Source: an optimization exercise on an open RTL-to-GDS flow (aim: small area, a short achievable clock period and few clock cycles per item). Production flows keep margins and buffers that such runs may drop. In this exercise RTL edits were held to simulation tests only and were not proved equivalent to the original.

`design/flow/run.sh`:
```
#!/bin/bash
# synth_recipe.tcl (not shown) runs the flow's synth.tcl, then flattens the netlist and writes it again
# the make line also repeats each setting of config.mk as NAME=value (left out here)
make -C /OpenROAD-flow-scripts/flow DESIGN_CONFIG=/design/flow/config.mk WORK_HOME=/design/flow/orfs CLKGATE_MAP_FILE= SYNTH_SCRIPT=/design/flow/synth_recipe.tcl finish
```
`design/flow/config.mk`:
```
export PLATFORM = sky130hd
export DESIGN_NAME = zero_order_phase_correct
export DESIGN_NICKNAME = zero_order_phase_correct
export VERILOG_FILES = /design/flow/design.v
export SDC_FILE = /design/flow/constraint.sdc
export NUM_CORES = 4
export LEC_CHECK = 0
export ABC_CLOCK_PERIOD_IN_PS = 4500
export CAP_MARGIN = 20
export CORE_MARGIN = 2
export CORE_UTILIZATION = 40
export SETUP_SLACK_MARGIN = 5
export SLEW_MARGIN = 20
```
`design/flow/constraint.sdc`:
```
create_clock -name core_clock -period 10.0 [get_ports {clk}]
set_input_delay 2.0000 -clock core_clock [delete_from_list [all_inputs] [get_ports {clk}]]
set_output_delay 2.0000 -clock core_clock [all_outputs]
set_load 0.01 [all_outputs]
```
`design/flow/design.v`:
```
`default_nettype none
package zopc_pkg;
	localparam int PHASE_POINTS_DEF = 30;
	localparam int SMP_W = 18;
	localparam int SUM_W = 24;
	localparam int ANG_W = 16;
	localparam int XY_W = 27;
	localparam int Z_W = 18;
	localparam int ITERS = 15;
	localparam int IT_W = 4;
	localparam int PROD_W = XY_W + 17;
	localparam logic [15:0] INV_GAIN = 16'd39797;
	typedef struct packed {
		logic take;
		logic vec_load;
		logic step;
		logic rd;
		logic rot_load;
		logic mul;
		logic emit;
	} zopc_cmd_t;
	typedef struct packed {
		logic phase_ready;
		logic go_vec;
		logic sum_zero;
		logic iter_last;
		logic out_free;
		logic more;
	} zopc_stat_t;
endpackage
`default_nettype wire
`default_nettype none
module zero_order_phase_correct (
	input wire logic clk,
	input wire logic arst_n,
	input wire logic sample_valid,
	output logic sample_ready,
	input wire logic signed [17:0] sample_real,
	input wire logic signed [17:0] sample_imag,
	input wire logic last_sample,
	output logic result_valid,
	input wire logic result_ready,
	output logic signed [17:0] rotated_real,
	output logic signed [17:0] rotated_imag,
	output logic last_out
);
	localparam int N = 48;            
	localparam int CW = 6;            
	localparam int XW = 24;           
	localparam int VW = 26;           
	localparam int NS = 15;           
	localparam int NG = 8;            
	function automatic logic [15:0] atan_v(input logic [3:0] i);
		case (i)
			4'd0: atan_v = 16'd8192;
			4'd1: atan_v = 16'd4836;
			4'd2: atan_v = 16'd2555;
			4'd3: atan_v = 16'd1297;
			4'd4: atan_v = 16'd651;
			4'd5: atan_v = 16'd326;
			4'd6: atan_v = 16'd163;
			4'd7: atan_v = 16'd81;
			4'd8: atan_v = 16'd41;
			4'd9: atan_v = 16'd20;
			4'd10: atan_v = 16'd10;
			4'd11: atan_v = 16'd5;
			4'd12: atan_v = 16'd3;
			4'd13: atan_v = 16'd1;
			4'd14: atan_v = 16'd1;
			default: atan_v = 16'd0;
		endcase
	endfunction
	function automatic logic signed [23:0] sat_add(input logic signed [23:0] a,
			input logic signed [17:0] b);
		logic signed [24:0] s;
		s = {a[23], a} + {{7{b[17]}}, b};
		if (s[24] != s[23]) sat_add = s[24] ? 24'sh800000 : 24'sh7FFFFF;
		else sat_add = s[23:0];
	endfunction
	logic [36:0] rg [N];      
	logic        rgv [N];
	logic [36:0] wd;          
	logic        wv;
	logic        ready_q;     
	logic        ins;         
	logic        issue;       
	logic [CW-1:0] cnt;       
	logic [CW-1:0] ahead;     
	logic        ins_q;       
	assign ins = sample_valid & ready_q;
	assign sample_ready = ready_q;
	always_ff @(posedge clk) begin
		rg[0] <= wv ? wd : {last_sample, sample_imag, sample_real};
		for (int k = 1; k < N; k++) rg[k] <= rg[k-1];
		wd <= rg[N-1];
	end
	always_ff @(posedge clk or negedge arst_n) begin
		if (!arst_n) begin
			for (int k = 0; k < N; k++) rgv[k] <= 1'b0;
			wv <= 1'b0;
			cnt <= '0;
			ahead <= '0;
			ins_q <= 1'b0;
		end else begin
			rgv[0] <= wv | ins;
			for (int k = 1; k < N; k++) rgv[k] <= rgv[k-1];
			wv <= rgv[N-1] & ~issue;
			cnt <= cnt + CW'(ins) - CW'(issue);
			ins_q <= ins;
			if (rgv[N-1] & ~issue) begin
				if (ahead == '0) ahead <= cnt + CW'(ins) - CW'(1);
				else ahead <= ahead - CW'(1);
			end
		end
	end
	logic [4:0] hcnt;             
	logic signed [23:0] sum_re, sum_im;
	logic signed [23:0] s_re, s_im;
	logic in_head, hd;
	logic [4:0] hcnt_nx;
	assign in_head = (hcnt != 5'd30);
	assign hd = ins_q & in_head & ((hcnt == 5'd29) | rg[0][36]);
	assign s_re = sat_add((hcnt == 5'd0) ? 24'sd0 : sum_re, rg[0][17:0]);
	assign s_im = sat_add((hcnt == 5'd0) ? 24'sd0 : sum_im, rg[0][35:18]);
	assign hcnt_nx = !ins_q ? hcnt : rg[0][36] ? 5'd0 : in_head ? hcnt + 5'd1 : hcnt;
	always_ff @(posedge clk) begin
		if (ins_q & in_head) begin
			sum_re <= s_re;
			sum_im <= s_im;
		end
	end
	logic hd_q;
	logic [47:0] sq0, sq1;
	logic [1:0] sqc;
	logic vbusy, vder, vzero;
	logic [3:0] vit;
	logic signed [VW-1:0] vx, vy, vxs, vys;
	logic [15:0] vz, vat, vz_nx;
	logic vcw, vload, vdone;
	logic [47:0] vsrc;
	logic signed [23:0] l_re, l_im;
	logic [19:0] pf0, pf1;        
	logic [1:0] pfc;
	logic pf_pop;
	logic sq_push, sq_pop;
	logic [19:0] der;
	assign sq_push = hd_q & ((sqc != 2'd0) | vbusy);
	assign sq_pop = vload & (sqc != 2'd0);
	assign vload = ~vbusy & ((sqc != 2'd0) | hd_q);
	assign vsrc = (sqc != 2'd0) ? sq0 : {sum_im, sum_re};
	assign l_re = vsrc[23:0];
	assign l_im = vsrc[47:24];
	assign vcw = ~vy[VW-1] & (vy != '0);
	assign vxs = vx >>> vit;
	assign vys = vy >>> vit;
	assign vat = atan_v(vit);
	assign vz_nx = vcw ? vz + vat : vz - vat;
	assign vdone = vbusy & vder & (pfc != 2'd2);
	always_comb begin
		logic [15:0] p;
		logic signed [15:0] n;
		logic signed [16:0] z0, z1, z2;
		logic fl, d0, d1;
		p = vzero ? 16'd0 : vz;
		n = -$signed(p);
		fl = (n > 16'sd16384) | (n < -16'sd16384);
		if (n > 16'sd16384) z0 = $signed({n[15], n}) - 17'sd32768;
		else if (n < -16'sd16384) z0 = $signed({n[15], n}) + 17'sd32768;
		else z0 = $signed({n[15], n});
		d0 = ~z0[16];
		z1 = d0 ? z0 - 17'sd8192 : z0 + 17'sd8192;
		d1 = ~z1[16];
		z2 = d1 ? z1 - 17'sd4836 : z1 + 17'sd4836;
		der = {fl, d0, d1, z2};
	end
	always_ff @(posedge clk) begin
		if (vload) begin
			if (l_re[23]) begin
				vx <= -$signed({{(VW-24){l_re[23]}}, l_re});
				vy <= -$signed({{(VW-24){l_im[23]}}, l_im});
				vz <= 16'd32768;
			end else begin
				vx <= {{(VW-24){l_re[23]}}, l_re};
				vy <= {{(VW-24){l_im[23]}}, l_im};
				vz <= 16'd0;
			end
			vzero <= (l_re == '0) & (l_im == '0);
		end else if (vbusy & ~vder) begin
			vx <= vx + (vys ^ {VW{~vcw}}) + {{(VW-1){1'b0}}, ~vcw};
			vy <= vy + (vxs ^ {VW{vcw}}) + {{(VW-1){1'b0}}, vcw};
			vz <= vz_nx;
		end
		if (sq_pop) begin
			if (sqc == 2'd2) begin
				sq0 <= sq1;
				if (sq_push) sq1 <= {sum_im, sum_re};
			end else if (sq_push) sq0 <= {sum_im, sum_re};
		end else if (sq_push) begin
			if (sqc == 2'd0) sq0 <= {sum_im, sum_re};
			else sq1 <= {sum_im, sum_re};
		end
		if (vdone) begin
			if ((pfc == 2'd0) | ((pfc == 2'd1) & pf_pop)) pf0 <= der;
			else pf1 <= der;
		end
		if (pf_pop & (pfc == 2'd2)) pf0 <= pf1;
	end
	always_ff @(posedge clk or negedge arst_n) begin
		if (!arst_n) begin
			hcnt <= 5'd0;
			hd_q <= 1'b0;
			sqc <= 2'd0;
			vbusy <= 1'b0;
			vder <= 1'b0;
			vit <= 4'd0;
			pfc <= 2'd0;
		end else begin
			hcnt <= hcnt_nx;
			hd_q <= hd;
			sqc <= sqc + 2'(sq_push) - 2'(sq_pop);
			if (vload) begin
				vbusy <= 1'b1;
				vder <= 1'b0;
				vit <= 4'd0;
			end else if (vdone) begin
				vbusy <= 1'b0;
				vder <= 1'b0;
			end else if (vbusy & ~vder) begin
				vit <= vit + 4'd1;
				if (vit == 4'd14) vder <= 1'b1;
			end
			pfc <= pfc + 2'(vdone) - 2'(pf_pop);
		end
	end
	logic adv;                    
	logic prev_last;              
	logic wact;                   
	logic [2:0] wk;
	logic signed [16:0] zc;
	logic [NS:0] dir;
	logic flipreg;
	logic first_iss;
	logic issue_ok;
	logic w_da, w_db;
	logic signed [16:0] w_za, w_zb;
	assign first_iss = prev_last;
	assign issue_ok = ~first_iss | ((pfc != 2'd0) & ~wact);
	assign issue = rgv[N-1] & (ahead == '0) & adv & issue_ok;
	assign pf_pop = issue & first_iss;
	always_comb begin
		w_da = ~zc[16];
		w_za = w_da ? zc - $signed({1'b0, atan_v({wk, 1'b0})}) : zc + $signed({1'b0, atan_v({wk, 1'b0})});
		w_db = ~w_za[16];
		w_zb = w_db ? w_za - $signed({1'b0, atan_v({wk, 1'b1})}) : w_za + $signed({1'b0, atan_v({wk, 1'b1})});
	end
	always_ff @(posedge clk) begin
		if (pf_pop) begin
			flipreg <= pf0[19];
			dir[0] <= pf0[18];
			dir[1] <= pf0[17];
			zc <= pf0[16:0];
		end else if (adv & wact) begin
			for (int k = 1; k < NG; k++)
				if (wk == 3'(k)) begin
					dir[2*k] <= w_da;
					dir[2*k+1] <= w_db;
				end
			zc <= w_zb;
		end
	end
	always_ff @(posedge clk or negedge arst_n) begin
		if (!arst_n) begin
			prev_last <= 1'b1;
			wact <= 1'b0;
			wk <= 3'd0;
		end else begin
			if (issue) prev_last <= rg[N-1][36];
			if (pf_pop) begin
				wact <= 1'b1;
				wk <= 3'd1;
			end else if (adv & wact) begin
				wk <= wk + 3'd1;
				if (wk == 3'd7) wact <= 1'b0;
			end
		end
	end
	logic signed [XW-1:0] px [NG+1];
	logic signed [XW-1:0] py [NG+1];
	logic pv [NG+1];
	logic pl [NG+1];
	logic flip_use;
	logic signed [18:0] i_re, i_im;
	assign flip_use = first_iss ? pf0[19] : flipreg;
	assign i_re = flip_use ? -$signed({rg[N-1][17], rg[N-1][17:0]}) : $signed({rg[N-1][17], rg[N-1][17:0]});
	assign i_im = flip_use ? -$signed({rg[N-1][35], rg[N-1][35:18]}) : $signed({rg[N-1][35], rg[N-1][35:18]});
	always_ff @(posedge clk) begin
		if (adv) begin
			px[0] <= {i_re[18], i_re, 4'b0000};
			py[0] <= {i_im[18], i_im, 4'b0000};
			pl[0] <= rg[N-1][36];
		end
	end
	for (genvar g = 0; g < NG; g++) begin : g_stage
		localparam int IA = 2 * g;
		localparam int IB = 2 * g + 1;
		logic signed [XW-1:0] xs, ys, xa, ya, xs2, ys2, xb, yb;
		assign xs = px[g] >>> IA;
		assign ys = py[g] >>> IA;
		assign xa = px[g] + (ys ^ {XW{dir[IA]}}) + {{(XW-1){1'b0}}, dir[IA]};
		assign ya = py[g] + (xs ^ {XW{~dir[IA]}}) + {{(XW-1){1'b0}}, ~dir[IA]};
		if (IB < NS) begin : g_b
			assign xs2 = xa >>> IB;
			assign ys2 = ya >>> IB;
			assign xb = xa + (ys2 ^ {XW{dir[IB]}}) + {{(XW-1){1'b0}}, dir[IB]};
			assign yb = ya + (xs2 ^ {XW{~dir[IB]}}) + {{(XW-1){1'b0}}, ~dir[IB]};
		end else begin : g_nb
			assign xs2 = '0;
			assign ys2 = '0;
			assign xb = xa;
			assign yb = ya;
		end
		always_ff @(posedge clk) begin
			if (adv) begin
				px[g+1] <= xb;
				py[g+1] <= yb;
				pl[g+1] <= pl[g];
			end
		end
	end
	logic signed [39:0] ma_x, mb_x, ma_y, mb_y;
	logic mv, ml;
	logic signed [39:0] gx, gy;
	assign gx = {{16{px[NG][XW-1]}}, px[NG]};
	assign gy = {{16{py[NG][XW-1]}}, py[NG]};
	always_ff @(posedge clk) begin
		if (adv) begin
			ma_x <= (gx <<< 15) + (gx <<< 13) - (gx <<< 10) - (gx <<< 7);
			mb_x <= (gx <<< 2) + gx - (gx <<< 4) + 40'sd524288;
			ma_y <= (gy <<< 15) + (gy <<< 13) - (gy <<< 10) - (gy <<< 7);
			mb_y <= (gy <<< 2) + gy - (gy <<< 4) + 40'sd524288;
			ml <= pl[NG];
		end
	end
	always_ff @(posedge clk or negedge arst_n) begin
		if (!arst_n) begin
			for (int k = 0; k <= NG; k++) pv[k] <= 1'b0;
			mv <= 1'b0;
		end else if (adv) begin
			pv[0] <= issue;
			for (int k = 0; k < NG; k++) pv[k+1] <= pv[k];
			mv <= pv[NG];
		end
	end
	function automatic logic [17:0] clip20(input logic signed [39:0] p);
		logic [19:0] r;
		r = p[39:20];
		if (r[19:17] == 3'b000 || r[19:17] == 3'b111) clip20 = r[17:0];
		else clip20 = r[19] ? 18'h20000 : 18'h1FFFF;
	endfunction
	logic [36:0] ob0, ob1;
	logic wp, rp;
	logic [1:0] ocnt;
	logic push, pop, rv_q;
	logic [1:0] ocnt_nx;
	assign adv = (ocnt != 2'd2);
	assign push = adv & mv;
	assign pop = rv_q & result_ready;
	assign ocnt_nx = ocnt + 2'(push) - 2'(pop);
	always_ff @(posedge clk) begin
		if (push) begin
			if (wp) ob1 <= {ml, clip20(ma_y + mb_y), clip20(ma_x + mb_x)};
			else ob0 <= {ml, clip20(ma_y + mb_y), clip20(ma_x + mb_x)};
		end
	end
	always_ff @(posedge clk or negedge arst_n) begin
		if (!arst_n) begin
			wp <= 1'b0;
			rp <= 1'b0;
			ocnt <= 2'd0;
			rv_q <= 1'b0;
		end else begin
			if (push) wp <= ~wp;
			if (pop) rp <= ~rp;
			ocnt <= ocnt_nx;
			rv_q <= (ocnt_nx != 2'd0);
		end
	end
	assign result_valid = rv_q;
	assign rotated_real = rp ? ob1[17:0] : ob0[17:0];
	assign rotated_imag = rp ? ob1[35:18] : ob0[35:18];
	assign last_out = rp ? ob1[36] : ob0[36];
	logic liwl;                   
	logic [3:0] sf;               
	logic first_next, first_now;
	logic [3:0] sf_nx;
	logic [2:0] occ_nx;
	logic hd_pin, next_head;
	logic [4:0] hcnt_pin;
	logic ready_d;
	assign first_now = liwl;
	assign first_next = ins ? last_sample : liwl;
	assign sf_nx = (ins & first_now) ? 4'd1 : (sf == 4'd15) ? 4'd15 : sf + 4'd1;
	assign hd_pin = ins & (hcnt_nx != 5'd30) & (last_sample | (hcnt_nx == 5'd29));
	assign hcnt_pin = !ins ? hcnt_nx : last_sample ? 5'd0 : (hcnt_nx != 5'd30) ? hcnt_nx + 5'd1 : hcnt_nx;
	assign next_head = (hcnt_pin != 5'd30);
	assign occ_nx = {2'b00, vbusy & ~vdone} + 3'(sqc) + 3'(hd_q) + 3'(hd) + 3'(hd_pin) + 3'(next_head);
	assign ready_d = ~(rgv[N-1] & ~issue) & (ahead == '0)
		& (occ_nx <= 3'd3)
		& ~(first_next & (sf_nx < 4'd8));
	always_ff @(posedge clk or negedge arst_n) begin
		if (!arst_n) begin
			liwl <= 1'b1;
			sf <= 4'd15;
			ready_q <= 1'b0;
		end else begin
			if (ins) liwl <= last_sample;
			sf <= sf_nx;
			ready_q <= ready_d;
		end
	end
endmodule
`default_nettype wire
```
==> results.sh, run 1 <==
export IMPL_status="no timing/DRC/antenna violations"
export IMPL_rows=209
export IMPL_vias_in_the_first_global_route=90103
export IMPL_hold_worst_slack_ps=298.7
export IMPL_routed_via_count=89083
export IMPL_hold_start="rg[7][18]"
export IMPL_die_w_um=574.1
export IMPL_async_flop_share_pct=3.694
export IMPL_place_congestion=0.8928
export IMPL_drt_pass1_iter_count=7
export IMPL_ys_dominant_reg_cell="sky130_fd_sc_hd__dfxtp_1"
export IMPL_total_global_route_track_usage_pct=18.50
export IMPL_die_h_um=574.1
export IMPL_clock_skew_ps=60.34
export IMPL_postSynthRegisterBits=2815
export IMPL_cp_startpoint="wk[0]"
export IMPL_post_drt_wl_per_cell_um=18.52
export IMPL_cts_root_buffer="sky130_fd_sc_hd__clkbuf_16"
export IMPL_initialDrtViolationCount=4863
export IMPL_max_clock_freq_mhz=149.4
export IMPL_route_detailed_vias_per_inst=5.159
export IMPL_netlist_top_cell_by_area="sky130_fd_sc_hd__dfxtp_1"
export IMPL_synth_cell_types=111
export IMPL_setup_repair_after_global_routing_missed_its_margin="true"
export IMPL_nNetsFinal=14015
export IMPL_crit_slowest_cell="sky130_fd_sc_hd__dfrtp_2"
export IMPL_grt_pass1_wl_um=493400
export IMPL_synthesis_instances=11527
export IMPL_final_fill_count=28235
export IMPL_worst_r2r_path_depth=36
export IMPL_ys_warn_count=7
export IMPL_hold_path_cell_count=0
export IMPL_drc_errors=0
export IMPL_path_clk_slew_ps=60
export IMPL_cts_buffers_inserted=292
export IMPL_worst_path_max_fanout=3
export IMPL_tightest_slew_ps=1107
export IMPL_rrSetupSlack_ps=3310
export IMPL_initial_utilization_pct=40.16
export IMPL_worstPathBufferInverterCount=2
export IMPL_design_portCount=80
export IMPL_synth_enable_flop_cells=898
export IMPL_globalRoute_totalOverflow=0
export IMPL_hp_class="reg2reg"
export IMPL_clkSinkCount=2815
export IMPL_critical_path_reg2reg_startpoint="wk[0]"
export IMPL_worst_path_dominant_cell_family="compound AO/OA/AOI/OAI gates"
export IMPL_cts_hold_buffers=0
export IMPL_postRouteAntennaNets=0
export IMPL_worst_r2r_endpoint="zc[16]"
export IMPL_synthDominantCellAreaShare_pct=27.92
export IMPL_crit_path_required_time_ps=10590
export IMPL_max_stage_delay_ps=420
export IMPL_setup_viol_count_final=0
export IMPL_slew_viol_final=0
export IMPL_synth_top_cells_by_area="sky130_fd_sc_hd__dfxtp_1 28%, sky130_fd_sc_hd__edfxtp_1 21%, sky130_fd_sc_hd__ha_1 11%"
export IMPL_crit_path_start_kind="flop"
export IMPL_netlist_area_um2=130000
export IMPL_antenna_found_initial=3
export IMPL_maxSlewHeadroom_pct=25.19
export IMPL_timing_max_cap_violations=0
export IMPL_dpl_hpwl_um=220700
export IMPL_post_synth_most_frequent_cells="1813 x sky130_fd_sc_hd__dfxtp_1, 1114 x sky130_fd_sc_hd__ha_1, 974 x sky130_fd_sc_hd__xnor2_1, 898 x sky130_fd_sc_hd__edfxtp_1, 803 x sky130_fd_sc_hd__a21oi_1"
export IMPL_fraction_of_layout_cells_with_a_size_suffix_above_1_pct=23.32
export IMPL_synthesis_nets=12842
export IMPL_finalSetupTns_ps=0
export IMPL_hold_end="rg[8][18]"
export IMPL_hold_viol=0
export IMPL_buffer_ports_inserted=79
export IMPL_critical_path_endpoint_type="flop"
export IMPL_cts_root_to_sink_buffers=4
export IMPL_seq_area_frac_synth_pct=50.66
export IMPL_tritoncts="done"
export IMPL_pin_count_of_the_biggest_net_entering_global_routing=142
export IMPL_cpMostUsedCell="sky130_fd_sc_hd__o21ai_2"
export IMPL_cts_htree_levels=5
export IMPL_synth_area_per_cell_um2=11.28
export IMPL_fin_crit_share_pct=66.93
export IMPL_die_area_um2=329600
export IMPL_worst_skew_pair_late_latency_ps=920
export IMPL_core_area_um2=323700
export IMPL_arrival_ps=7290
export IMPL_area_growth_synth_to_final_pct=25.28
export IMPL_synth_most_common_cell="sky130_fd_sc_hd__dfxtp_1"
export IMPL_wire_length_after_detailed_routing_um=319800
export IMPL_critPathKind="reg2reg"
export IMPL_fin_crit_ps=6693
==> cells in the final DEF (no fill, tap or decap), types with 50 or more instances in the layout <==
| cell | n |
|---|---|
| sky130_fd_sc_hd__buf_6 | 156 |
| sky130_fd_sc_hd__and3_1 | 78 |
| sky130_fd_sc_hd__o21ai_0 | 306 |
| sky130_fd_sc_hd__edfxtp_1 | 898 |
| sky130_fd_sc_hd__o21a_1 | 153 |
| sky130_fd_sc_hd__o21bai_1 | 100 |
| sky130_fd_sc_hd__mux2i_1 | 86 |
| sky130_fd_sc_hd__nor3_1 | 222 |
| sky130_fd_sc_hd__nor2b_1 | 152 |
| sky130_fd_sc_hd__buf_4 | 798 |
| sky130_fd_sc_hd__o21ai_1 | 93 |
| sky130_fd_sc_hd__dfrtp_1 | 90 |
| sky130_fd_sc_hd__xnor2_1 | 802 |
| sky130_fd_sc_hd__fa_1 | 136 |
| sky130_fd_sc_hd__a21o_1 | 288 |
| sky130_fd_sc_hd__nand2_1 | 549 |
| sky130_fd_sc_hd__clkbuf_16 | 299 |
| sky130_fd_sc_hd__mux2_2 | 140 |
| sky130_fd_sc_hd__dfxtp_1 | 1813 |
| sky130_fd_sc_hd__inv_1 | 477 |
| sky130_fd_sc_hd__nand3_1 | 181 |
| sky130_fd_sc_hd__xnor2_2 | 144 |
| sky130_fd_sc_hd__or3_1 | 65 |
| sky130_fd_sc_hd__nor2_1 | 636 |
| sky130_fd_sc_hd__a21oi_1 | 556 |
| sky130_fd_sc_hd__xor2_1 | 402 |
| sky130_fd_sc_hd__clkbuf_1 | 56 |
| sky130_fd_sc_hd__clkdlybuf4s50_1 | 78 |
| sky130_fd_sc_hd__o21ai_2 | 87 |
| sky130_fd_sc_hd__ha_1 | 1002 |
| sky130_fd_sc_hd__xor2_2 | 58 |
| sky130_fd_sc_hd__a211oi_1 | 50 |
| sky130_fd_sc_hd__ha_4 | 64 |
| sky130_fd_sc_hd__nand2b_1 | 114 |
| sky130_fd_sc_hd__a21oi_2 | 209 |
==> cell families after synthesis <==
logic type | after synthesis | share of synthesized area, %
muxes | 274 | 2.598
AOI/OAI and AO/OA | 2500 | 12.33
and+or+nand+nor | 2481 | 9.176
adders and majority gates | 1277 | 13.21
buffers and inverters | 723 | 2.109
xor gates and xnor gates | 1457 | 9.911
DFF | 2815 | 50.66
==> routing by layer <==
metal  share of wire, %  GRT usage (%)  vias to the layer above  wire length, µm
met3                3.8          2.548                      657            12260
met2                 49          32.43                     1747           158100
met4                4.6          8.079                        0            14690
met1                 42          22.61                    43309           134800
li1                   -              -                    43370                -
met5                  0              0                        -                0
==> how the worst max path moves through the flow <==
stage,slack [ps],to,cells past startpoint
floorplan,3470,zc[16],38
global placement,1810,zc[16],37
detailed placement,1950,zc[16],37
CTS,3060,zc[16],36
global route,2860,zc[16],36
finish,3310,zc[16],36
==> area by class of cell <==
type | count | area (µm²) | area share (%)
Multi-Input combinational cell | 7994 | 70020 | 42.99
Sequential cell | 2815 | 65890 | 40.45
Timing Repair Buffer | 1086 | 9712 | 5.963
Clock buffer | 397 | 8239 | 5.059
Tap cell | 4325 | 5411 | 3.322
Inverter | 511 | 1946 | 1.195
Clock inverter | 135 | 1649 | 1.012
Antenna cell | 5 | 12.51 | 0.007682
==> flip-flops by register name (all words and copies together), names as in the netlist, 32 cells and up <==
| signal | count |
|---|---|
| ma_y | 32 |
| rgv | 48 |
| px | 208 |
| wd | 37 |
| ma_x | 32 |
| sq1 | 48 |
| sq0 | 48 |
| py | 208 |
| ob0 | 37 |
| rg | 1776 |
| ob1 | 37 |
==> per-stage QoR <==
stage / util, % / setup WS, ps / area, µm² / std cells
2_1_floorplan: - / 3472 / 131000 / 11527
3_3_place_gp: 42.23 / 1807 / 136700 / 15781
3_5_place_dp: 42.24 / 1950 / 136700 / 15782
4_1_cts: 48.25 / 3057 / 156200 / 16884
5_1_grt: 50.31 / 2858 / 162900 / 17264
6_report: 50.31 / 3307 / 162900 / 17268
==> worst register-to-register path: cells and delay by family, from the launching register on <==
kind,cells,cell delay [ps]
and+or+nand+nor,7,1300
xor gates and xnor gates,1,180
muxes,1,250
DFF,1,420
buffers and inverters,2,180
AOI/OAI and AO/OA,21,2950
adders and majority gates,4,1150
==> timing repair <==
item / in CTS / in global routing
resized for setup: 1002 / 729
setup buffers: 552 / 374
endpoints found under the setup margin: 336 / 298
gates cloned: 18 / 5
pin swaps: 639 / 762
Testbench counts, summed over its fixed seeds: cycles 12,967, items 12,447.
==> run 2: changes to the inputs <==
--- a/design/flow/design.v
+++ b/design/flow/design.v
@@ -50,5 +50,7 @@
 	localparam int VW = 26;           
 	localparam int NS = 15;           
-	localparam int NG = 8;            
+	localparam int K = 1;             
+	localparam int NG = (NS + K - 1) / K;   
+	localparam int PW = 18 + K;       
 	function automatic logic [15:0] atan_v(input logic [3:0] i);
 		case (i)
@@ -140,9 +142,9 @@
 	logic [47:0] vsrc;
 	logic signed [23:0] l_re, l_im;
-	logic [19:0] pf0, pf1;        
+	logic [PW-1:0] pf0, pf1;      
 	logic [1:0] pfc;
 	logic pf_pop;
 	logic sq_push, sq_pop;
-	logic [19:0] der;
+	logic [PW-1:0] der;
 	assign sq_push = hd_q & ((sqc != 2'd0) | vbusy);
 	assign sq_pop = vload & (sqc != 2'd0);
@@ -160,17 +162,18 @@
 		logic [15:0] p;
 		logic signed [15:0] n;
-		logic signed [16:0] z0, z1, z2;
-		logic fl, d0, d1;
+		logic signed [16:0] z;
+		logic [K-1:0] dd;
+		logic fl;
 		p = vzero ? 16'd0 : vz;
 		n = -$signed(p);
 		fl = (n > 16'sd16384) | (n < -16'sd16384);
-		if (n > 16'sd16384) z0 = $signed({n[15], n}) - 17'sd32768;
-		else if (n < -16'sd16384) z0 = $signed({n[15], n}) + 17'sd32768;
-		else z0 = $signed({n[15], n});
-		d0 = ~z0[16];
-		z1 = d0 ? z0 - 17'sd8192 : z0 + 17'sd8192;
-		d1 = ~z1[16];
-		z2 = d1 ? z1 - 17'sd4836 : z1 + 17'sd4836;
-		der = {fl, d0, d1, z2};
+		if (n > 16'sd16384) z = $signed({n[15], n}) - 17'sd32768;
+		else if (n < -16'sd16384) z = $signed({n[15], n}) + 17'sd32768;
+		else z = $signed({n[15], n});
+		for (int j = 0; j < K; j++) begin
+			dd[j] = ~z[16];
+			z = dd[j] ? z - $signed({1'b0, atan_v(4'(j))}) : z + $signed({1'b0, atan_v(4'(j))});
+		end
+		der = {fl, dd, z};
 	end
 	always_ff @(posedge clk) begin
@@ -236,12 +239,12 @@
 	logic prev_last;              
 	logic wact;                   
-	logic [2:0] wk;
+	logic [3:0] wk;
 	logic signed [16:0] zc;
-	logic [NS:0] dir;
+	logic [K*NG-1:0] dir;
 	logic flipreg;
 	logic first_iss;
 	logic issue_ok;
-	logic w_da, w_db;
-	logic signed [16:0] w_za, w_zb;
+	logic [K-1:0] w_d;
+	logic signed [16:0] w_z;
 	assign first_iss = prev_last;
 	assign issue_ok = ~first_iss | ((pfc != 2'd0) & ~wact);
@@ -249,22 +252,21 @@
 	assign pf_pop = issue & first_iss;
 	always_comb begin
-		w_da = ~zc[16];
-		w_za = w_da ? zc - $signed({1'b0, atan_v({wk, 1'b0})}) : zc + $signed({1'b0, atan_v({wk, 1'b0})});
-		w_db = ~w_za[16];
-		w_zb = w_db ? w_za - $signed({1'b0, atan_v({wk, 1'b1})}) : w_za + $signed({1'b0, atan_v({wk, 1'b1})});
+		w_z = zc;
+		for (int j = 0; j < K; j++) begin
+			w_d[j] = ~w_z[16];
+			w_z = w_d[j] ? w_z - $signed({1'b0, atan_v(4'(K) * wk + 4'(j))})
+				: w_z + $signed({1'b0, atan_v(4'(K) * wk + 4'(j))});
+		end
 	end
 	always_ff @(posedge clk) begin
 		if (pf_pop) begin
-			flipreg <= pf0[19];
-			dir[0] <= pf0[18];
-			dir[1] <= pf0[17];
+			flipreg <= pf0[PW-1];
+			for (int j = 0; j < K; j++) dir[j] <= pf0[17+j];
 			zc <= pf0[16:0];
 		end else if (adv & wact) begin
 			for (int k = 1; k < NG; k++)
-				if (wk == 3'(k)) begin
-					dir[2*k] <= w_da;
-					dir[2*k+1] <= w_db;
-				end
-			zc <= w_zb;
+				if (wk == 4'(k))
+					for (int j = 0; j < K; j++) dir[K*k+j] <= w_d[j];
+			zc <= w_z;
 		end
 	end
@@ -273,13 +275,13 @@
 			prev_last <= 1'b1;
 			wact <= 1'b0;
-			wk <= 3'd0;
+			wk <= 4'd0;
 		end else begin
 			if (issue) prev_last <= rg[N-1][36];
 			if (pf_pop) begin
 				wact <= 1'b1;
-				wk <= 3'd1;
+				wk <= 4'd1;
 			end else if (adv & wact) begin
-				wk <= wk + 3'd1;
-				if (wk == 3'd7) wact <= 1'b0;
+				wk <= wk + 4'd1;
+				if (wk == 4'(NG - 1)) wact <= 1'b0;
 			end
 		end
@@ -291,5 +293,5 @@
 	logic flip_use;
 	logic signed [18:0] i_re, i_im;
-	assign flip_use = first_iss ? pf0[19] : flipreg;
+	assign flip_use = first_iss ? pf0[PW-1] : flipreg;
 	assign i_re = flip_use ? -$signed({rg[N-1][17], rg[N-1][17:0]}) : $signed({rg[N-1][17], rg[N-1][17:0]});
 	assign i_im = flip_use ? -$signed({rg[N-1][35], rg[N-1][35:18]}) : $signed({rg[N-1][35], rg[N-1][35:18]});
@@ -302,26 +304,27 @@
 	end
 	for (genvar g = 0; g < NG; g++) begin : g_stage
-		localparam int IA = 2 * g;
-		localparam int IB = 2 * g + 1;
-		logic signed [XW-1:0] xs, ys, xa, ya, xs2, ys2, xb, yb;
-		assign xs = px[g] >>> IA;
-		assign ys = py[g] >>> IA;
-		assign xa = px[g] + (ys ^ {XW{dir[IA]}}) + {{(XW-1){1'b0}}, dir[IA]};
-		assign ya = py[g] + (xs ^ {XW{~dir[IA]}}) + {{(XW-1){1'b0}}, ~dir[IA]};
-		if (IB < NS) begin : g_b
-			assign xs2 = xa >>> IB;
-			assign ys2 = ya >>> IB;
-			assign xb = xa + (ys2 ^ {XW{dir[IB]}}) + {{(XW-1){1'b0}}, dir[IB]};
-			assign yb = ya + (xs2 ^ {XW{~dir[IB]}}) + {{(XW-1){1'b0}}, ~dir[IB]};
-		end else begin : g_nb
-			assign xs2 = '0;
-			assign ys2 = '0;
-			assign xb = xa;
-			assign yb = ya;
+		logic signed [XW-1:0] sx [K+1];
+		logic signed [XW-1:0] sy [K+1];
+		assign sx[0] = px[g];
+		assign sy[0] = py[g];
+		for (genvar j = 0; j < K; j++) begin : g_it
+			localparam int I = K * g + j;
+			if (I < NS) begin : g_do
+				logic signed [XW-1:0] xs, ys;
+				logic d;
+				assign d = dir[I];
+				assign xs = sx[j] >>> I;
+				assign ys = sy[j] >>> I;
+				assign sx[j+1] = sx[j] + (ys ^ {XW{d}}) + {{(XW-1){1'b0}}, d};
+				assign sy[j+1] = sy[j] + (xs ^ {XW{~d}}) + {{(XW-1){1'b0}}, ~d};
+			end else begin : g_pass
+				assign sx[j+1] = sx[j];
+				assign sy[j+1] = sy[j];
+			end
 		end
 		always_ff @(posedge clk) begin
 			if (adv) begin
-				px[g+1] <= xb;
-				py[g+1] <= yb;
+				px[g+1] <= sx[K];
+				py[g+1] <= sy[K];
 				pl[g+1] <= pl[g];
 			end
@@ -407,5 +410,5 @@
 	assign ready_d = ~(rgv[N-1] & ~issue) & (ahead == '0)
 		& (occ_nx <= 3'd3)
-		& ~(first_next & (sf_nx < 4'd8));
+		& ~(first_next & (sf_nx < 4'(NG)));
 	always_ff @(posedge clk or negedge arst_n) begin
 		if (!arst_n) begin
==> results.sh, run 2 <==
export IMPL_cts_root_to_sink_buffers=4
export IMPL_synth_xor_area_share_pct=9.454
export IMPL_synth_area_per_cell_um2=12.04
export IMPL_netlist_area_um2=136200
export IMPL_area_growth_synth_to_final_pct=14.41
export IMPL_layout_cells_most_common_list="1813 x sky130_fd_sc_hd__dfxtp_1, 1229 x sky130_fd_sc_hd__edfxtp_1, 1064 x sky130_fd_sc_hd__ha_1, 895 x sky130_fd_sc_hd__xnor2_1, 699 x sky130_fd_sc_hd__a21oi_1"
export IMPL_ys_dominant_reg_cell="sky130_fd_sc_hd__dfxtp_1"
export IMPL_clkSinkCount=3154
export IMPL_drt_pass1_iter_count=6
export IMPL_synth_adder_area_share_pct=12.21
export IMPL_fraction_of_layout_cells_with_a_size_suffix_above_1_pct=9.931
export IMPL_die_h_um=587.5
export IMPL_setup_repair_after_global_routing_missed_its_margin="true"
export IMPL_vias_in_the_first_global_route=83162
export IMPL_clock_skew_ps=66.02
export IMPL_synth_enable_flop_cells=1229
export IMPL_tightest_slew_ps=1080
export IMPL_drc_errors=0
export IMPL_synth_cell_types=85
export IMPL_core_area_um2=339200
export IMPL_place_congestion=0.8592
export IMPL_proportion_of_synthesized_area_in_mux_cells_pct=2.615
export IMPL_reg_largest_list="rg: 1776 flops, px: 371 flops, py: 371 flops"
export IMPL_worst_skew_pair_late_latency_ps=930
export IMPL_synthesis_instances=11307
export IMPL_fin_crit_ps=5185
export IMPL_largest_register="rg"
export IMPL_arrival_ps=5800
export IMPL_max_clock_freq_mhz=192.8
export IMPL_setup_viol_count_final=0
export IMPL_worst_path_max_fanout=10
export IMPL_synth_top_cells_by_area="sky130_fd_sc_hd__edfxtp_1 27%, sky130_fd_sc_hd__dfxtp_1 27%, sky130_fd_sc_hd__ha_1 9.9%"
export IMPL_rrSetupSlack_ps=4810
export IMPL_initialDrtViolationCount=4186
export IMPL_postRouteAntennaNets=0
export IMPL_critPathKind="reg2reg"
export IMPL_synth_simple_gate_area_share_pct=7.844
export IMPL_total_global_route_track_usage_pct=16.43
export IMPL_final_core_util_pct=45.93
export IMPL_maxSlewHeadroom_pct=27.98
export IMPL_status="no timing/DRC/antenna violations"
export IMPL_nNetsFinal=12971
export IMPL_wire_length_after_detailed_routing_um=291000
export IMPL_final_area_um2=155800
export IMPL_path_clk_slew_ps=60
export IMPL_design_portCount=80
export IMPL_rows=214
export IMPL_antenna_found_initial=12
export IMPL_slew_viol_final=0
export IMPL_synthesis_nets=12581
export IMPL_post_drt_wl_per_cell_um=17.63
export IMPL_hp_class="reg2reg"
export IMPL_routed_via_count=82200
export IMPL_cts_hold_buffers=0
export IMPL_die_w_um=587.5
export IMPL_seq_area_frac_synth_pct=55.81
export IMPL_ys_warn_count=37
export IMPL_fin_crit_share_pct=51.85
export IMPL_post_dp_cell_area_um2=142600
export IMPL_initial_utilization_pct=40.14
export IMPL_route_detailed_vias_per_inst=4.979
export IMPL_crit_path_required_time_ps=10620
export IMPL_synthDominantCellAreaShare_pct=27.10
export IMPL_post_synth_most_frequent_cells="1813 x sky130_fd_sc_hd__dfxtp_1, 1229 x sky130_fd_sc_hd__edfxtp_1, 1075 x sky130_fd_sc_hd__ha_1, 906 x sky130_fd_sc_hd__xnor2_1, 745 x sky130_fd_sc_hd__a21oi_1"
export IMPL_hold_worst_slack_ps=293.9
export IMPL_crit_path_start_kind="flop"
export IMPL_cts_htree_levels=5
export IMPL_synth_most_common_cell="sky130_fd_sc_hd__dfxtp_1"
export IMPL_critical_path_endpoint_type="flop"
export IMPL_tritoncts="done"
export IMPL_largest_family_of_logic_cells_by_synthesized_area="adder cells"
export IMPL_pin_count_of_the_biggest_net_entering_global_routing=161
export IMPL_cts_buffers_inserted=320
export IMPL_buffer_ports_inserted=79
export IMPL_globalRoute_totalOverflow=0
export IMPL_synth_compound_area_share_pct=10.19
export IMPL_finalSetupTns_ps=0
export IMPL_grt_pass1_wl_um=456000
export IMPL_async_flop_share_pct=3.551
export IMPL_layout_cells_most_common="sky130_fd_sc_hd__dfxtp_1"
export IMPL_seqCellArea_um2=76030
export IMPL_hold_viol=0
export IMPL_postSynthRegisterBits=3154
export IMPL_cts_root_buffer="sky130_fd_sc_hd__clkbuf_16"
export IMPL_die_area_um2=345100
export IMPL_dpl_hpwl_um=215000
export IMPL_timing_max_cap_violations=0
export IMPL_largest_register_ffs=1776
export IMPL_final_fill_count=30513
export IMPL_total_area_of_multi_input_combinational_cells_um2=58790
export IMPL_netlist_top_cell_by_area="sky130_fd_sc_hd__edfxtp_1"
-- run 2: cell families after synthesis --
group	after synthesis
AO/OA/AOI/OAI	2221
AND/OR/NAND/NOR	2245
flip-flops	3154
multiplexers	307
adder cells (fa/ha/maj)	1235
buffers and inverters	675
XOR/XNOR	1470
-- run 2: worst max-delay path, stage by stage (launching register included) --
cell and delay (ps):
sky130_fd_sc_hd__dfrtp_4 530, sky130_fd_sc_hd__buf_16 170, sky130_fd_sc_hd__mux2_2 300, sky130_fd_sc_hd__mux4_2 530
sky130_fd_sc_hd__nor2_1 110, sky130_fd_sc_hd__a21oi_1 70, sky130_fd_sc_hd__xnor2_2 280, sky130_fd_sc_hd__ha_4 270
sky130_fd_sc_hd__a21oi_4 170, sky130_fd_sc_hd__and3_4 200, sky130_fd_sc_hd__inv_1 40, sky130_fd_sc_hd__a211o_1 260
sky130_fd_sc_hd__a41o_1 250, sky130_fd_sc_hd__o311a_1 340, sky130_fd_sc_hd__o21ai_2 200, sky130_fd_sc_hd__o21ai_2 90
sky130_fd_sc_hd__o31a_1 280, sky130_fd_sc_hd__or4_1 410, sky130_fd_sc_hd__a31oi_1 170, sky130_fd_sc_hd__xor2_1 160
sky130_fd_sc_hd__o21ai_1 70
-- run 2: path summary, 6_finish.rpt --
kind / from / end / cells past startpoint
min in group asynchronous: arst_n / rp / 1
worst min-delay path: rg[4][31] / rg[5][31] / 0
worst max register to register: vit[0] / vy[25] / 20
worst max-delay path: vit[0] / vy[25] / 20
worst min register to register: rg[4][31] / rg[5][31] / 0
max in group asynchronous: arst_n / hcnt[0] / 3
-- run 2: timing repair --
item | in CTS | in global routing
endpoints found under the setup margin | 123 | 280
pin swaps | 20 | 58
cloned | 7 | 5
gates resized for setup | 123 | 183
setup buffers | 26 | 76
endpoints found under the hold margin | 0 | 0
-- run 2: metrics by stage --
stage	instances	worst slack (ps)
after CTS	16416	4702
after floorplan	11307	4904
final	16508	4815
after detailed placement	15796	3386
after global placement	15796	3490
after global routing	16506	4623
-- run 2: layout make-up --
type,count,area share (%)
well taps,4536,3.643
diodes,10,0.01606
repair buffers,258,1.676
clock inverters,162,1.132
flip-flops and latches,3154,48.80
inverters,482,1.168
clock buffers,425,5.837
multi-input cells,7481,37.73
-- run 2: layer usage --
layer  global-route usage (%)  up-vias  share of wire (%)
met2                    28.83     1355                 49
met1                    20.60    39448                 44
met5                        0        -                  0
met4                    6.535        0                3.9
met3                    1.794      487                3.2
li1                         -    40910                  -
Testbench counts of run 2, summed over its fixed seeds: cycles 13,124, items 12,447.
==> run 3: changes to the inputs <==
--- a/design/flow/design.v
+++ b/design/flow/design.v
@@ -133,6 +133,6 @@
 	end
 	logic hd_q;
-	logic [47:0] sq0, sq1;
-	logic [1:0] sqc;
+	logic [47:0] sq0;             
+	logic sqv;
 	logic vbusy, vder, vzero;
 	logic [3:0] vit;
@@ -142,13 +142,13 @@
 	logic [47:0] vsrc;
 	logic signed [23:0] l_re, l_im;
-	logic [PW-1:0] pf0, pf1;      
-	logic [1:0] pfc;
+	logic [PW-1:0] pf0;           
+	logic pfv;
 	logic pf_pop;
 	logic sq_push, sq_pop;
 	logic [PW-1:0] der;
-	assign sq_push = hd_q & ((sqc != 2'd0) | vbusy);
-	assign sq_pop = vload & (sqc != 2'd0);
-	assign vload = ~vbusy & ((sqc != 2'd0) | hd_q);
-	assign vsrc = (sqc != 2'd0) ? sq0 : {sum_im, sum_re};
+	assign sq_push = hd_q & (sqv | vbusy);
+	assign sq_pop = vload & sqv;
+	assign vload = ~vbusy & (sqv | hd_q);
+	assign vsrc = sqv ? sq0 : {sum_im, sum_re};
 	assign l_re = vsrc[23:0];
 	assign l_im = vsrc[47:24];
@@ -157,18 +157,14 @@
 	assign vys = vy >>> vit;
 	assign vat = atan_v(vit);
-	assign vz_nx = vcw ? vz + vat : vz - vat;
-	assign vdone = vbusy & vder & (pfc != 2'd2);
+	assign vz_nx = vcw ? vz - vat : vz + vat;    
+	assign vdone = vbusy & vder & ~pfv;
 	always_comb begin
-		logic [15:0] p;
-		logic signed [15:0] n;
+		logic [15:0] n;
 		logic signed [16:0] z;
 		logic [K-1:0] dd;
 		logic fl;
-		p = vzero ? 16'd0 : vz;
-		n = -$signed(p);
-		fl = (n > 16'sd16384) | (n < -16'sd16384);
-		if (n > 16'sd16384) z = $signed({n[15], n}) - 17'sd32768;
-		else if (n < -16'sd16384) z = $signed({n[15], n}) + 17'sd32768;
-		else z = $signed({n[15], n});
+		n = vzero ? 16'd0 : vz;      
+		fl = (n[15] != n[14]) & (n != 16'h4000);
+		z = fl ? {n[14], n[14], n[14:0]} : {n[15], n};
 		for (int j = 0; j < K; j++) begin
 			dd[j] = ~z[16];
@@ -182,5 +178,5 @@
 				vx <= -$signed({{(VW-24){l_re[23]}}, l_re});
 				vy <= -$signed({{(VW-24){l_im[23]}}, l_im});
-				vz <= 16'd32768;
+				vz <= 16'd32768;    
 			end else begin
 				vx <= {{(VW-24){l_re[23]}}, l_re};
@@ -194,18 +190,6 @@
 			vz <= vz_nx;
 		end
-		if (sq_pop) begin
-			if (sqc == 2'd2) begin
-				sq0 <= sq1;
-				if (sq_push) sq1 <= {sum_im, sum_re};
-			end else if (sq_push) sq0 <= {sum_im, sum_re};
-		end else if (sq_push) begin
-			if (sqc == 2'd0) sq0 <= {sum_im, sum_re};
-			else sq1 <= {sum_im, sum_re};
-		end
-		if (vdone) begin
-			if ((pfc == 2'd0) | ((pfc == 2'd1) & pf_pop)) pf0 <= der;
-			else pf1 <= der;
-		end
-		if (pf_pop & (pfc == 2'd2)) pf0 <= pf1;
+		if (sq_push) sq0 <= {sum_im, sum_re};
+		if (vdone) pf0 <= der;
 	end
 	always_ff @(posedge clk or negedge arst_n) begin
@@ -213,13 +197,14 @@
 			hcnt <= 5'd0;
 			hd_q <= 1'b0;
-			sqc <= 2'd0;
+			sqv <= 1'b0;
 			vbusy <= 1'b0;
 			vder <= 1'b0;
 			vit <= 4'd0;
-			pfc <= 2'd0;
+			pfv <= 1'b0;
 		end else begin
 			hcnt <= hcnt_nx;
 			hd_q <= hd;
-			sqc <= sqc + 2'(sq_push) - 2'(sq_pop);
+			if (sq_push) sqv <= 1'b1;
+			else if (sq_pop) sqv <= 1'b0;
 			if (vload) begin
 				vbusy <= 1'b1;
@@ -233,5 +218,6 @@
 				if (vit == 4'd14) vder <= 1'b1;
 			end
-			pfc <= pfc + 2'(vdone) - 2'(pf_pop);
+			if (vdone) pfv <= 1'b1;
+			else if (pf_pop) pfv <= 1'b0;
 		end
 	end
@@ -247,6 +233,7 @@
 	logic [K-1:0] w_d;
 	logic signed [16:0] w_z;
+	logic [15:0] w_a [K];          
 	assign first_iss = prev_last;
-	assign issue_ok = ~first_iss | ((pfc != 2'd0) & ~wact);
+	assign issue_ok = ~first_iss | (pfv & ~wact);
 	assign issue = rgv[N-1] & (ahead == '0) & adv & issue_ok;
 	assign pf_pop = issue & first_iss;
@@ -255,6 +242,5 @@
 		for (int j = 0; j < K; j++) begin
 			w_d[j] = ~w_z[16];
-			w_z = w_d[j] ? w_z - $signed({1'b0, atan_v(4'(K) * wk + 4'(j))})
-				: w_z + $signed({1'b0, atan_v(4'(K) * wk + 4'(j))});
+			w_z = w_d[j] ? w_z - $signed({1'b0, w_a[j]}) : w_z + $signed({1'b0, w_a[j]});
 		end
 	end
@@ -264,5 +250,7 @@
 			for (int j = 0; j < K; j++) dir[j] <= pf0[17+j];
 			zc <= pf0[16:0];
+			for (int j = 0; j < K; j++) w_a[j] <= atan_v(4'(K + j));
 		end else if (adv & wact) begin
+			for (int j = 0; j < K; j++) w_a[j] <= atan_v(4'(K) * (wk + 4'd1) + 4'(j));
 			for (int k = 1; k < NG; k++)
 				if (wk == 4'(k))
@@ -407,7 +395,7 @@
 	assign hcnt_pin = !ins ? hcnt_nx : last_sample ? 5'd0 : (hcnt_nx != 5'd30) ? hcnt_nx + 5'd1 : hcnt_nx;
 	assign next_head = (hcnt_pin != 5'd30);
-	assign occ_nx = {2'b00, vbusy & ~vdone} + 3'(sqc) + 3'(hd_q) + 3'(hd) + 3'(hd_pin) + 3'(next_head);
+	assign occ_nx = {2'b00, vbusy & ~vdone} + {2'b00, sqv} + 3'(hd_q) + 3'(hd) + 3'(hd_pin) + 3'(next_head);
 	assign ready_d = ~(rgv[N-1] & ~issue) & (ahead == '0)
-		& (occ_nx <= 3'd3)
+		& (occ_nx <= 3'd2)
 		& ~(first_next & (sf_nx < 4'(NG)));
 	always_ff @(posedge clk or negedge arst_n) begin
--- a/design/flow/config.mk
+++ b/design/flow/config.mk
@@ -6,5 +6,5 @@
 export NUM_CORES = 4
 export LEC_CHECK = 0
-export ABC_CLOCK_PERIOD_IN_PS = 4500
+export ABC_CLOCK_PERIOD_IN_PS = 3000
 export CAP_MARGIN = 20
 export CORE_MARGIN = 2
==> results.sh, run 3 <==
export IMPL_worst_skew_pair_late_latency_ps=940
export IMPL_synthesis_nets=12649
export IMPL_critical_path_endpoint_type="flop"
export IMPL_setup_repair_after_global_routing_missed_its_margin="true"
export IMPL_route_detailed_vias_per_inst=5.048
export IMPL_hp_class="reg2reg"
export IMPL_fin_crit_share_pct=48.16
export IMPL_die_h_um=585.4
export IMPL_synth_area_per_cell_um2=11.89
export IMPL_fraction_of_layout_cells_with_a_size_suffix_above_1_pct=7.653
export IMPL_drt_pass1_iter_count=6
export IMPL_routed_via_count=83162
export IMPL_crit_path_required_time_ps=10620
export IMPL_initial_utilization_pct=40.17
export IMPL_post_dp_cell_area_um2=141500
export IMPL_hold_viol=0
export IMPL_detailroute_wirelength_met2_um=140100
export IMPL_synthesis_instances=11375
export IMPL_top_layer="met5"
export IMPL_pin_count_of_the_biggest_net_entering_global_routing=167
export IMPL_max_clock_freq_mhz=207.6
export IMPL_ys_dominant_reg_cell="sky130_fd_sc_hd__dfxtp_1"
export IMPL_initialDrtViolationCount=4369
export IMPL_buffer_ports_inserted=79
export IMPL_cts_root_buffer="sky130_fd_sc_hd__clkbuf_16"
export IMPL_async_flop_share_pct=3.551
export IMPL_maxSlewHeadroom_pct=26.39
export IMPL_worst_r2r_path_depth=19
export IMPL_reg_largest_list="rg: 1776 flops, px: 371 flops, py: 371 flops"
export IMPL_postRouteAntennaNets=0
export IMPL_tightest_slew_ps=1103
export IMPL_critPathKind="reg2reg"
export IMPL_final_fill_count=30200
export IMPL_cts_buffers_inserted=317
export IMPL_netlist_top_cell_by_area="sky130_fd_sc_hd__dfxtp_1"
export IMPL_rrSetupSlack_ps=5180
export IMPL_wl_met3_um=10870
export IMPL_crit_slowest_cell="sky130_fd_sc_hd__dfrtp_1"
export IMPL_final_area_um2=153200
export IMPL_critical_path_reg2reg_startpoint="hcnt[0]"
export IMPL_postSynthRegisterBits=3098
export IMPL_path_clk_slew_ps=60
export IMPL_die_area_um2=342700
export IMPL_layout_cells_most_common="sky130_fd_sc_hd__dfxtp_1"
export IMPL_post_synth_most_frequent_cells="1827 x sky130_fd_sc_hd__dfxtp_1, 1161 x sky130_fd_sc_hd__edfxtp_1, 1075 x sky130_fd_sc_hd__ha_1, 877 x sky130_fd_sc_hd__xnor2_1, 761 x sky130_fd_sc_hd__a21oi_1"
export IMPL_synthDominantCellAreaShare_pct=27.05
export IMPL_seq_area_frac_synth_pct=54.87
export IMPL_globalRoute_totalOverflow=0
export IMPL_design_portCount=80
export IMPL_largest_register_ffs=1776
export IMPL_slew_viol_final=0
export IMPL_area_growth_synth_to_final_pct=13.29
export IMPL_synth_enable_flop_cells=1161
export IMPL_place_congestion=0.8776
export IMPL_worst_path_max_fanout=48
export IMPL_arrival_ps=5440
export IMPL_setup_viol_count_final=0
export IMPL_drc_errors=0
export IMPL_cts_hold_buffers=0
export IMPL_crit_path_cell_chain="inv_1 > ha_1 > nor4b_2 > buf_12 > nor2b_1 > ha_1 > inv_1 > fa_1 > nor2b_1 > o21a_1 > o21ai_0 > a211oi_1 > or3_1 > o31a_1 > o21bai_1 > a21oi_1 > a2bb2oi_4 > nor2_2 > nor2_1"
export IMPL_netlist_area_um2=135200
export IMPL_cts_htree_levels=5
export IMPL_dp_cells=15844
export IMPL_ys_warn_count=38
export IMPL_synth_top_cells_by_area="sky130_fd_sc_hd__dfxtp_1 27%, sky130_fd_sc_hd__edfxtp_1 26%, sky130_fd_sc_hd__ha_1 9.9%"
export IMPL_total_area_of_multi_input_combinational_cells_um2=58950
export IMPL_clkSinkCount=3098
export IMPL_dpl_hpwl_um=209400
export IMPL_vias_in_the_first_global_route=84496
export IMPL_worst_r2r_endpoint="sum_re[0]"
export IMPL_seqCellArea_um2=74210
export IMPL_total_global_route_track_usage_pct=16.33
export IMPL_die_w_um=585.4
export IMPL_hold_end="rg[29][1]"
export IMPL_hold_start="rg[28][1]"
export IMPL_fin_crit_ps=4816
export IMPL_finish_cell_count_without_fillers=16475
export IMPL_layout_cells_most_common_list="1827 x sky130_fd_sc_hd__dfxtp_1, 1161 x sky130_fd_sc_hd__edfxtp_1, 1072 x sky130_fd_sc_hd__ha_1, 875 x sky130_fd_sc_hd__xnor2_1, 754 x sky130_fd_sc_hd__a21oi_1"
export IMPL_clock_skew_ps=94.70
export IMPL_core_area_um2=336600
export IMPL_hold_path_cell_count=0
export IMPL_rows=213
export IMPL_largest_register="rg"
export IMPL_status="no timing/DRC/antenna violations"
export IMPL_cp_startpoint="hcnt[0]"
export IMPL_antenna_found_initial=9
export IMPL_synth_cell_types=95
export IMPL_cts_root_to_sink_buffers=4
export IMPL_tritoncts="done"
export IMPL_wire_length_after_detailed_routing_um=285100
export IMPL_wl_met1_um=123300
export IMPL_crit_path_start_kind="flop"
export IMPL_max_stage_delay_ps=430
export IMPL_grt_pass1_wl_um=452300
export IMPL_post_drt_wl_per_cell_um=17.31
export IMPL_finalSetupTns_ps=0
export IMPL_nNetsFinal=12973
export IMPL_synth_most_common_cell="sky130_fd_sc_hd__dfxtp_1"
export IMPL_timing_max_cap_violations=0
==> run 3: cell types whose count changed in the layout (fill, tap and decap cells not counted), moves of 20 or more <==
cell	previous run	this run
sky130_fd_sc_hd__a21o_1	241	327
sky130_fd_sc_hd__a21oi_1	699	754
sky130_fd_sc_hd__a21oi_2	44	7
sky130_fd_sc_hd__a31oi_1	72	94
sky130_fd_sc_hd__and3_1	67	99
sky130_fd_sc_hd__buf_4	138	86
sky130_fd_sc_hd__edfxtp_1	1229	1161
sky130_fd_sc_hd__mux2_2	169	116
sky130_fd_sc_hd__nor3_1	268	178
sky130_fd_sc_hd__o21a_1	118	169
sky130_fd_sc_hd__o21ai_0	453	517
sky130_fd_sc_hd__xnor2_1	895	875
sky130_fd_sc_hd__xor2_1	563	543
==> run 3: critical path: cells and delay by family, from the launching register on <==
kind / cells / cell delay [ps]
DFF: 1 / 430
AOI/OAI and AO/OA: 7 / 1680
and+or+nand+nor: 6 / 1380
adders and majority gates: 3 / 560
buffers and inverters: 3 / 470
==> run 3: worst max-delay path by stage <==
stage | to | slack (ps) | depth (start not counted)
floorplan | vx[24] | 5010 | 19
global placement | vy[24] | 4070 | 16
detailed placement | vy[24] | 3930 | 16
CTS | vx[24] | 5010 | 18
global route | sum_re[10] | 4880 | 18
finish | sum_re[0] | 5180 | 19
==> run 3: area by class of cell <==
| cell class | instances | area share, % |
|---|---|---|
| diodes | 4 | 0.006534 |
| clock buffers | 427 | 5.894 |
| clock inverters | 149 | 1.092 |
| inverters | 468 | 1.152 |
| multi-input cells | 7628 | 38.48 |
| flip-flops and latches | 3098 | 48.44 |
| well taps | 4515 | 3.688 |
| repair buffers | 185 | 1.244 |
| repair inverters | 1 | 0.004900 |
==> run 3: stage by stage <==
step                      hold slack [ps]  util [%]  setup slack (ps)
after floorplan                     309.6         -              5015
after global placement              309.6     42.04              4065
after detailed placement            312.1     42.04              3928
after CTS                           256.5     45.32              5006
after global routing                267.7     45.51              4881
final                               265.8     45.51              5184
==> run 3: routing by layer <==
layer	global-route usage (%)	vias to the layer above
met1	20.12	39708
met4	6.232	2
li1	-	41293
met5	0	-
met2	28.96	1565
met3	2.104	594
==> run 3: kinds of logic after synthesis <==
family	after synthesis	synth area share (%)
adders and majority gates	1240	12.34
AOI/OAI and AO/OA	2502	11.73
xor gates and xnor gates	1420	9.197
and+or+nand+nor	2224	7.878
buffers and inverters	651	1.820
DFF	3098	54.87
muxes	240	2.164
==> run 3: what timing repair did <==
action,4_1_cts,5_1_grt
resized for setup,35,59
endpoints found under the setup margin,70,67
pin swaps,4,17
cloned,6,3
setup buffers,10,30
Testbench counts of run 3, summed over its fixed seeds: cycles 13,132, items 12,447.

[afterwards: timing with drivers on the ports]
No port has a modelled driver above. Below, the same layouts with a new extraction and two added sets of constraints. Step 1, drivers: a clkbuf_16 drives clk and a buf_2 each remaining input, both assumed. Step 2, shift: input delay + t, output delay - t, t = (earliest + latest rising clock arrival at the registers) / 2. This alone moves slack from input paths to output paths. Three values: ideal ports, drivers, drivers and shift; two values: the first two.
| run | shift t [ns] | setup slack, ns | worst setup path at the end | worst data-port slew with drivers (ns) |
|---|---|---|---|---|
| run 1 | 0.981 | 3.307 / 3.307 / 3.307 | register to register | 0.06 |
| run 2 | 0.993 | 4.815 / 4.815 / 4.815 | register to register | 0.08 |
| run 3 | 0.993 | 5.184 / 5.184 / 4.897 | input to register | 0.07 |
After both steps every run listed still meets setup and hold. For run 3, which loses most, drivers alone change the setup slack by 0.000 ns; drivers and shift together by -0.287 ns.
